Context: an optimization exercise on an open-source flow, tuned for small area and a short achievable clock period. The choices shown serve that exercise and are no tape-out recipe. Only simulation tests tie the RTL to the original design; equivalence was not proved.

==> flow/design.v <==
module ap_ctrl_txn_monitor #(
    parameter int N_CH      = 8,
    parameter int CNT_W     = 16,
    parameter int TXN_DEPTH = 4,
    parameter int CH_W      = (N_CH > 1) ? $clog2(N_CH) : 1
) (
    input  logic              clock,
    input  logic              reset,
    input  logic              finish,
    input  logic [N_CH-1:0]   ap_start,
    input  logic [N_CH-1:0]   ap_ready,
    input  logic [N_CH-1:0]   ap_done,
    input  logic [N_CH-1:0]   ap_continue,
    input  logic [N_CH-1:0]   clr,
    input  logic              rd_en,
    input  logic [CH_W-1:0]   rd_ch,
    input  logic [2:0]        rd_sel,
    output logic              rd_valid,
    output logic [CNT_W-1:0]  rd_data,
    output logic [N_CH-1:0]   busy,
    output logic [N_CH-1:0]   err,
    output logic              frozen
);
    localparam int RD_N = 2 ** CH_W;
    function automatic logic add_cout(input logic [CNT_W-1:0] a,
                                      input logic [CNT_W-1:0] b, input logic cin);
        logic [CNT_W-1:0] gg, pp;
        gg = a & b;
        pp = a | b;
        gg[0] = gg[0] | (pp[0] & cin);
        for (int l = 0; (1 << l) < CNT_W; l++)
            for (int i = CNT_W - 1; i >= (1 << l); i--) begin
                gg[i] = gg[i] | (pp[i] & gg[i - (1 << l)]);
                pp[i] = pp[i] & pp[i - (1 << l)];
            end
        add_cout = gg[CNT_W-1];
    endfunction
    function automatic logic [CNT_W-1:0] low_ones(input logic [CNT_W-1:0] v);
        logic [CNT_W-1:0] pa;
        pa = {v[CNT_W-2:0], 1'b1};
        for (int l = 0; (1 << l) < CNT_W; l++)
            for (int i = CNT_W - 1; i >= (1 << l); i--) pa[i] = pa[i] & pa[i - (1 << l)];
        low_ones = pa;
    endfunction
    logic [CNT_W-1:0] ts_q;       
    logic             frozen_q;
    logic             rd_valid_q;
    logic [CNT_W-1:0] rd_data_q;
    logic [CNT_W-1:0] rd_val [N_CH];
    always_ff @(posedge clock) begin
        if (!reset) begin
            ts_q     <= '0;
            frozen_q <= 1'b0;
        end else begin
            if (!frozen_q) begin
                ts_q  <= ts_q ^ low_ones(ts_q);
            end
            if (finish) frozen_q <= 1'b1;
        end
    end
    for (genvar g = 0; g < N_CH; g++) begin : g_ch
        logic [CNT_W-1:0] age_q [4];
        logic             busy_q, err_q;
        logic [4:0]       occ_q;      
        logic [2:0]       occ_bin;
        logic [CNT_W-1:0] txn_q, last_q, min_q, max_q, stall_q;
        logic             ovf_q, unf_q;
        logic             st, dn, empty, full, one;
        logic             push, pop, upd, push_only, pop_only, ovf_set, unf_set;
        logic             popf, pushf, run;
        logic [3:0]       wr_here;
        logic [CNT_W-1:0] age_inc [4];
        logic [CNT_W-1:0] lat;
        logic             ch_rst;
        logic [CNT_W-1:0] ch_val;
        logic             lt, gt;
        assign st    = ap_start[g] & ap_ready[g];
        assign dn    = ap_done[g] & ap_continue[g];
        assign empty = occ_q[0];
        assign one   = occ_q[1];
        assign full  = occ_q[4];
        assign occ_bin = {occ_q[4], occ_q[2] | occ_q[3], occ_q[1] | occ_q[3]};
        assign run   = !frozen_q;
        assign push_only = st & ~dn & ~full;
        assign ovf_set   = st & ~dn & full;
        assign pop_only  = dn & ~st & ~empty;
        assign unf_set   = dn & ~st & empty;
        assign upd       = (st & dn) | pop_only;
        assign pop       = dn & ~empty;           
        assign push      = push_only | (st & dn & ~empty);
        assign popf      = pop & run;
        assign pushf     = push & run;
        assign lat    = empty ? '0 : age_q[0];
        logic [CNT_W-1:0] tpre, spre;
        logic           tsat, ssat;
        assign lt     = ~add_cout(age_q[0], ~min_q, 1'b1);    
        assign gt     = ~add_cout(max_q, ~age_q[0], 1'b1);    
        for (genvar i = 0; i < 4; i++) begin : g_age
            logic [CNT_W-1:0] pre;
            assign wr_here[i] = pushf && (pop ? occ_q[i + 1] : occ_q[i]);
            assign pre        = low_ones(age_q[i]);
            assign age_inc[i] = age_q[i] ^ ({CNT_W{run}} & pre);
        end
        always_ff @(posedge clock) begin
            for (int i = 0; i < 4; i++)
                if (wr_here[i])           age_q[i] <= CNT_W'(1);
                else if (popf && i < 3)   age_q[i] <= age_inc[(i + 1) % 4];
                else                      age_q[i] <= age_inc[i];
        end
        assign tpre = low_ones(txn_q);
        assign spre = low_ones(stall_q);
        assign tsat = tpre[CNT_W-1] & txn_q[CNT_W-1];
        assign ssat = spre[CNT_W-1] & stall_q[CNT_W-1];
        assign ch_rst    = !reset || (clr[g] && !frozen_q);
        always_ff @(posedge clock) begin
            if (ch_rst) begin
                busy_q   <= 1'b0;
                err_q    <= 1'b0;
                occ_q    <= 5'b00001;
                txn_q    <= '0;
                last_q   <= '0;
                min_q    <= '1;
                max_q    <= '0;
                stall_q  <= '0;
                ovf_q    <= 1'b0;
                unf_q    <= 1'b0;
            end else if (!frozen_q) begin
                err_q  <= err_q | ovf_set | unf_set;
                busy_q <= ~(err_q | ovf_set | unf_set) & (push_only | (~empty & ~(pop_only & one)));
                if (push_only) occ_q <= {occ_q[3:0], 1'b0};
                else if (pop_only) occ_q <= {1'b0, occ_q[4:1]};
                if (upd) begin
                    txn_q  <= txn_q ^ ({CNT_W{~tsat}} & tpre);
                    last_q <= lat;
                    if (empty || lt) min_q <= lat;
                    if (!empty && gt) max_q <= age_q[0];
                end
                if (ap_done[g] && !ap_continue[g])
                    stall_q <= stall_q ^ ({CNT_W{~ssat}} & spre);
                if (ovf_set) ovf_q <= 1'b1;
                if (unf_set) unf_q <= 1'b1;
            end
        end
        logic chs;
        assign chs = (rd_ch == CH_W'(g));
        always_comb begin
            ch_val = ({CNT_W{chs & (rd_sel == 3'd0)}} & txn_q)
                   | ({CNT_W{chs & (rd_sel == 3'd1)}} & last_q)
                   | ({CNT_W{chs & (rd_sel == 3'd2)}} & min_q)
                   | ({CNT_W{chs & (rd_sel == 3'd3)}} & max_q)
                   | ({CNT_W{chs & (rd_sel == 3'd4)}} & stall_q)
                   | ({CNT_W{chs & (rd_sel == 3'd5)}} & CNT_W'(occ_bin))
                   | ({CNT_W{chs & (rd_sel == 3'd6)}} & {{(CNT_W-2){1'b0}}, unf_q, ovf_q});
        end
        assign rd_val[g] = ch_val;
        assign busy[g]   = busy_q;
        assign err[g]    = err_q;
    end
    logic [CNT_W-1:0] rd_or;
    always_comb begin
        rd_or = (rd_sel == 3'd7 && int'(rd_ch) < N_CH) ? ts_q : '0;
        for (int i = 0; i < N_CH; i++) rd_or = rd_or | rd_val[i];
    end
    always_ff @(posedge clock) begin
        if (!reset) begin
            rd_valid_q <= 1'b0;
            rd_data_q  <= '0;
        end else begin
            rd_valid_q <= rd_en;
            if (rd_en) rd_data_q <= rd_or;
        end
    end
    assign rd_valid = rd_valid_q;
    assign rd_data  = rd_data_q;
    assign frozen   = frozen_q;
endmodule
clock: 5.5 ns
lec_check: 0
cap_margin: 20
core_margin: 2
core_utilization: 40
cts_buf_list: sky130_fd_sc_hd__clkbuf_16
cts_cluster_diameter: 80
cts_cluster_size: 25
place_density: 0.75
setup_slack_margin: 3.6
slew_margin: 20
tns_end_percent: 0
run.sh (not shown) runs the stock make flow with config.mk's settings and CLKGATE_MAP_FILE= SYNTH_SCRIPT=/design/flow/synth_recipe.tcl, a recipe that flattens the netlist after the stock synthesis.
Change:
--- a/flow/design.v
+++ b/flow/design.v
@@ -57,13 +57,12 @@
             end
             if (finish) frozen_q <= 1'b1;
         end
     end
     for (genvar g = 0; g < N_CH; g++) begin : g_ch
         logic [CNT_W-1:0] age_q [4];
-        logic             busy_q, err_q;
         logic [4:0]       occ_q;      
         logic [2:0]       occ_bin;
         logic [CNT_W-1:0] txn_q, last_q, min_q, max_q, stall_q;
         logic             ovf_q, unf_q;
         logic             st, dn, empty, full, one;
         logic             push, pop, upd, push_only, pop_only, ovf_set, unf_set;
@@ -111,25 +110,21 @@
         assign spre = low_ones(stall_q);
         assign tsat = tpre[CNT_W-1] & txn_q[CNT_W-1];
         assign ssat = spre[CNT_W-1] & stall_q[CNT_W-1];
         assign ch_rst    = !reset || (clr[g] && !frozen_q);
         always_ff @(posedge clock) begin
             if (ch_rst) begin
-                busy_q   <= 1'b0;
-                err_q    <= 1'b0;
                 occ_q    <= 5'b00001;
                 txn_q    <= '0;
                 last_q   <= '0;
                 min_q    <= '1;
                 max_q    <= '0;
                 stall_q  <= '0;
                 ovf_q    <= 1'b0;
                 unf_q    <= 1'b0;
             end else if (!frozen_q) begin
-                err_q  <= err_q | ovf_set | unf_set;
-                busy_q <= ~(err_q | ovf_set | unf_set) & (push_only | (~empty & ~(pop_only & one)));
                 if (push_only) occ_q <= {occ_q[3:0], 1'b0};
                 else if (pop_only) occ_q <= {1'b0, occ_q[4:1]};
                 if (upd) begin
                     txn_q  <= txn_q ^ ({CNT_W{~tsat}} & tpre);
                     last_q <= lat;
                     if (empty || lt) min_q <= lat;
@@ -150,14 +145,14 @@
                    | ({CNT_W{chs & (rd_sel == 3'd3)}} & max_q)
                    | ({CNT_W{chs & (rd_sel == 3'd4)}} & stall_q)
                    | ({CNT_W{chs & (rd_sel == 3'd5)}} & CNT_W'(occ_bin))
                    | ({CNT_W{chs & (rd_sel == 3'd6)}} & {{(CNT_W-2){1'b0}}, unf_q, ovf_q});
         end
         assign rd_val[g] = ch_val;
-        assign busy[g]   = busy_q;
-        assign err[g]    = err_q;
+        assign busy[g]   = ~empty & ~ovf_q & ~unf_q;
+        assign err[g]    = ovf_q | unf_q;
     end
     logic [CNT_W-1:0] rd_or;
     always_comb begin
         rd_or = (rd_sel == 3'd7 && int'(rd_ch) < N_CH) ? ts_q : '0;
         for (int i = 0; i < N_CH; i++) rd_or = rd_or | rd_val[i];
     end
Result: The changed run completed with no timing, DRC or antenna violations; synthesized area is lower by about 1.5%; worst setup slack got worse by 0.046 ns; global-route usage grows by 0.48 points; cell area barely changes; synthesized cell count goes down by 0.64%; count of clock-buffer cells in the layout fell by 1; sequential share of layout area fell by 0.39 points.

Setup of the baseline:
// ap_ctrl_txn_monitor: RTL as listed in full above, without the edits since
Settings: LEC_CHECK=0, CAP_MARGIN=20, CORE_MARGIN=2, CORE_UTILIZATION=40, CTS_BUF_LIST=sky130_fd_sc_hd__clkbuf_16, CTS_CLUSTER_DIAMETER=100, CTS_CLUSTER_SIZE=30, PLACE_DENSITY=0.75, SETUP_SLACK_MARGIN=3.6, SLEW_MARGIN=20, TNS_END_PERCENT=0; clock period 5.5 ns.
Edits applied to the flow inputs when going from the baseline to the candidate:
-- flow/design.v --
<<< the baseline, line 61
    for (genvar g = 0; g < N_CH; g++) begin : g_ch
        logic [CNT_W-1:0] age_q [4];
        logic             busy_q, err_q;
        logic [4:0]       occ_q;      
        logic [2:0]       occ_bin;
>>> the candidate, line 61
    for (genvar g = 0; g < N_CH; g++) begin : g_ch
        logic [CNT_W-1:0] age_q [4];
        logic [4:0]       occ_q;      
        logic [2:0]       occ_bin;
<<< the baseline, line 115
        always_ff @(posedge clock) begin
            if (ch_rst) begin
                busy_q   <= 1'b0;
                err_q    <= 1'b0;
                occ_q    <= 5'b00001;
                txn_q    <= '0;
>>> the candidate, line 114
        always_ff @(posedge clock) begin
            if (ch_rst) begin
                occ_q    <= 5'b00001;
                txn_q    <= '0;
<<< the baseline, line 126
                unf_q    <= 1'b0;
            end else if (!frozen_q) begin
                err_q  <= err_q | ovf_set | unf_set;
                busy_q <= ~(err_q | ovf_set | unf_set) & (push_only | (~empty & ~(pop_only & one)));
                if (push_only) occ_q <= {occ_q[3:0], 1'b0};
                else if (pop_only) occ_q <= {1'b0, occ_q[4:1]};
>>> the candidate, line 123
                unf_q    <= 1'b0;
            end else if (!frozen_q) begin
                if (push_only) occ_q <= {occ_q[3:0], 1'b0};
                else if (pop_only) occ_q <= {1'b0, occ_q[4:1]};
<<< the baseline, line 154
        end
        assign rd_val[g] = ch_val;
        assign busy[g]   = busy_q;
        assign err[g]    = err_q;
    end
    logic [CNT_W-1:0] rd_or;
>>> the candidate, line 149
        end
        assign rd_val[g] = ch_val;
        assign busy[g]   = ~empty & ~ovf_q & ~unf_q;
        assign err[g]    = ovf_q | unf_q;
    end
    logic [CNT_W-1:0] rd_or;
Notes after the runs:
Of the two candidates, the baseline has the worse die area and the candidate the better one.
~same XOR/XNOR share of the synthesized area in the candidate and the baseline
Cmp the candidate and the baseline / final cell count / higher: the baseline
The candidate vs. the baseline: routed wire length rose 0.61%; multi-input combinational gate total rose 21; slew at the pin with the worst max-slew slack rose 0.19 ns.
The candidate improves on the baseline in final design area excluding fillers.

separate check: timing with driven ports:
In the flow no input, the clock included, has a driving cell. The finished layouts below were timed again as built, in two steps. Step 1, drivers: a clkbuf_16 drives clock and a buf_2 each remaining input, both assumed. Step 2 moves the port delays by t, midway between the first and last clock arrival at a register: inputs arrive t later, outputs are due t later. That takes back most of the time a late clock gives input paths. Three values: ideal, step 1, step 2; two values: the first two.
run | t, ns | setup slack, ns | hold WS [ns]
the first run of note 1 | 0.833 | 2.771 / 2.776 / 1.944 | 0.481 / 0.481 / 0.481
the second run of note 1 | 0.809 | 2.725 / 2.692 / 1.883 | 0.489 / 0.489 / 0.489
the baseline | 0.798 | 2.776 / 2.784 / 2.015 | 0.486 / 0.486 / 0.486
the candidate | 0.790 | 2.663 / 2.655 / 1.865 | 0.491 / 0.491 / 0.491
After both steps setup and hold are still met in every run listed. The setup slack of the second run of note 1, which loses most, moves by -0.033 ns with the drivers and by -0.842 ns with both steps.
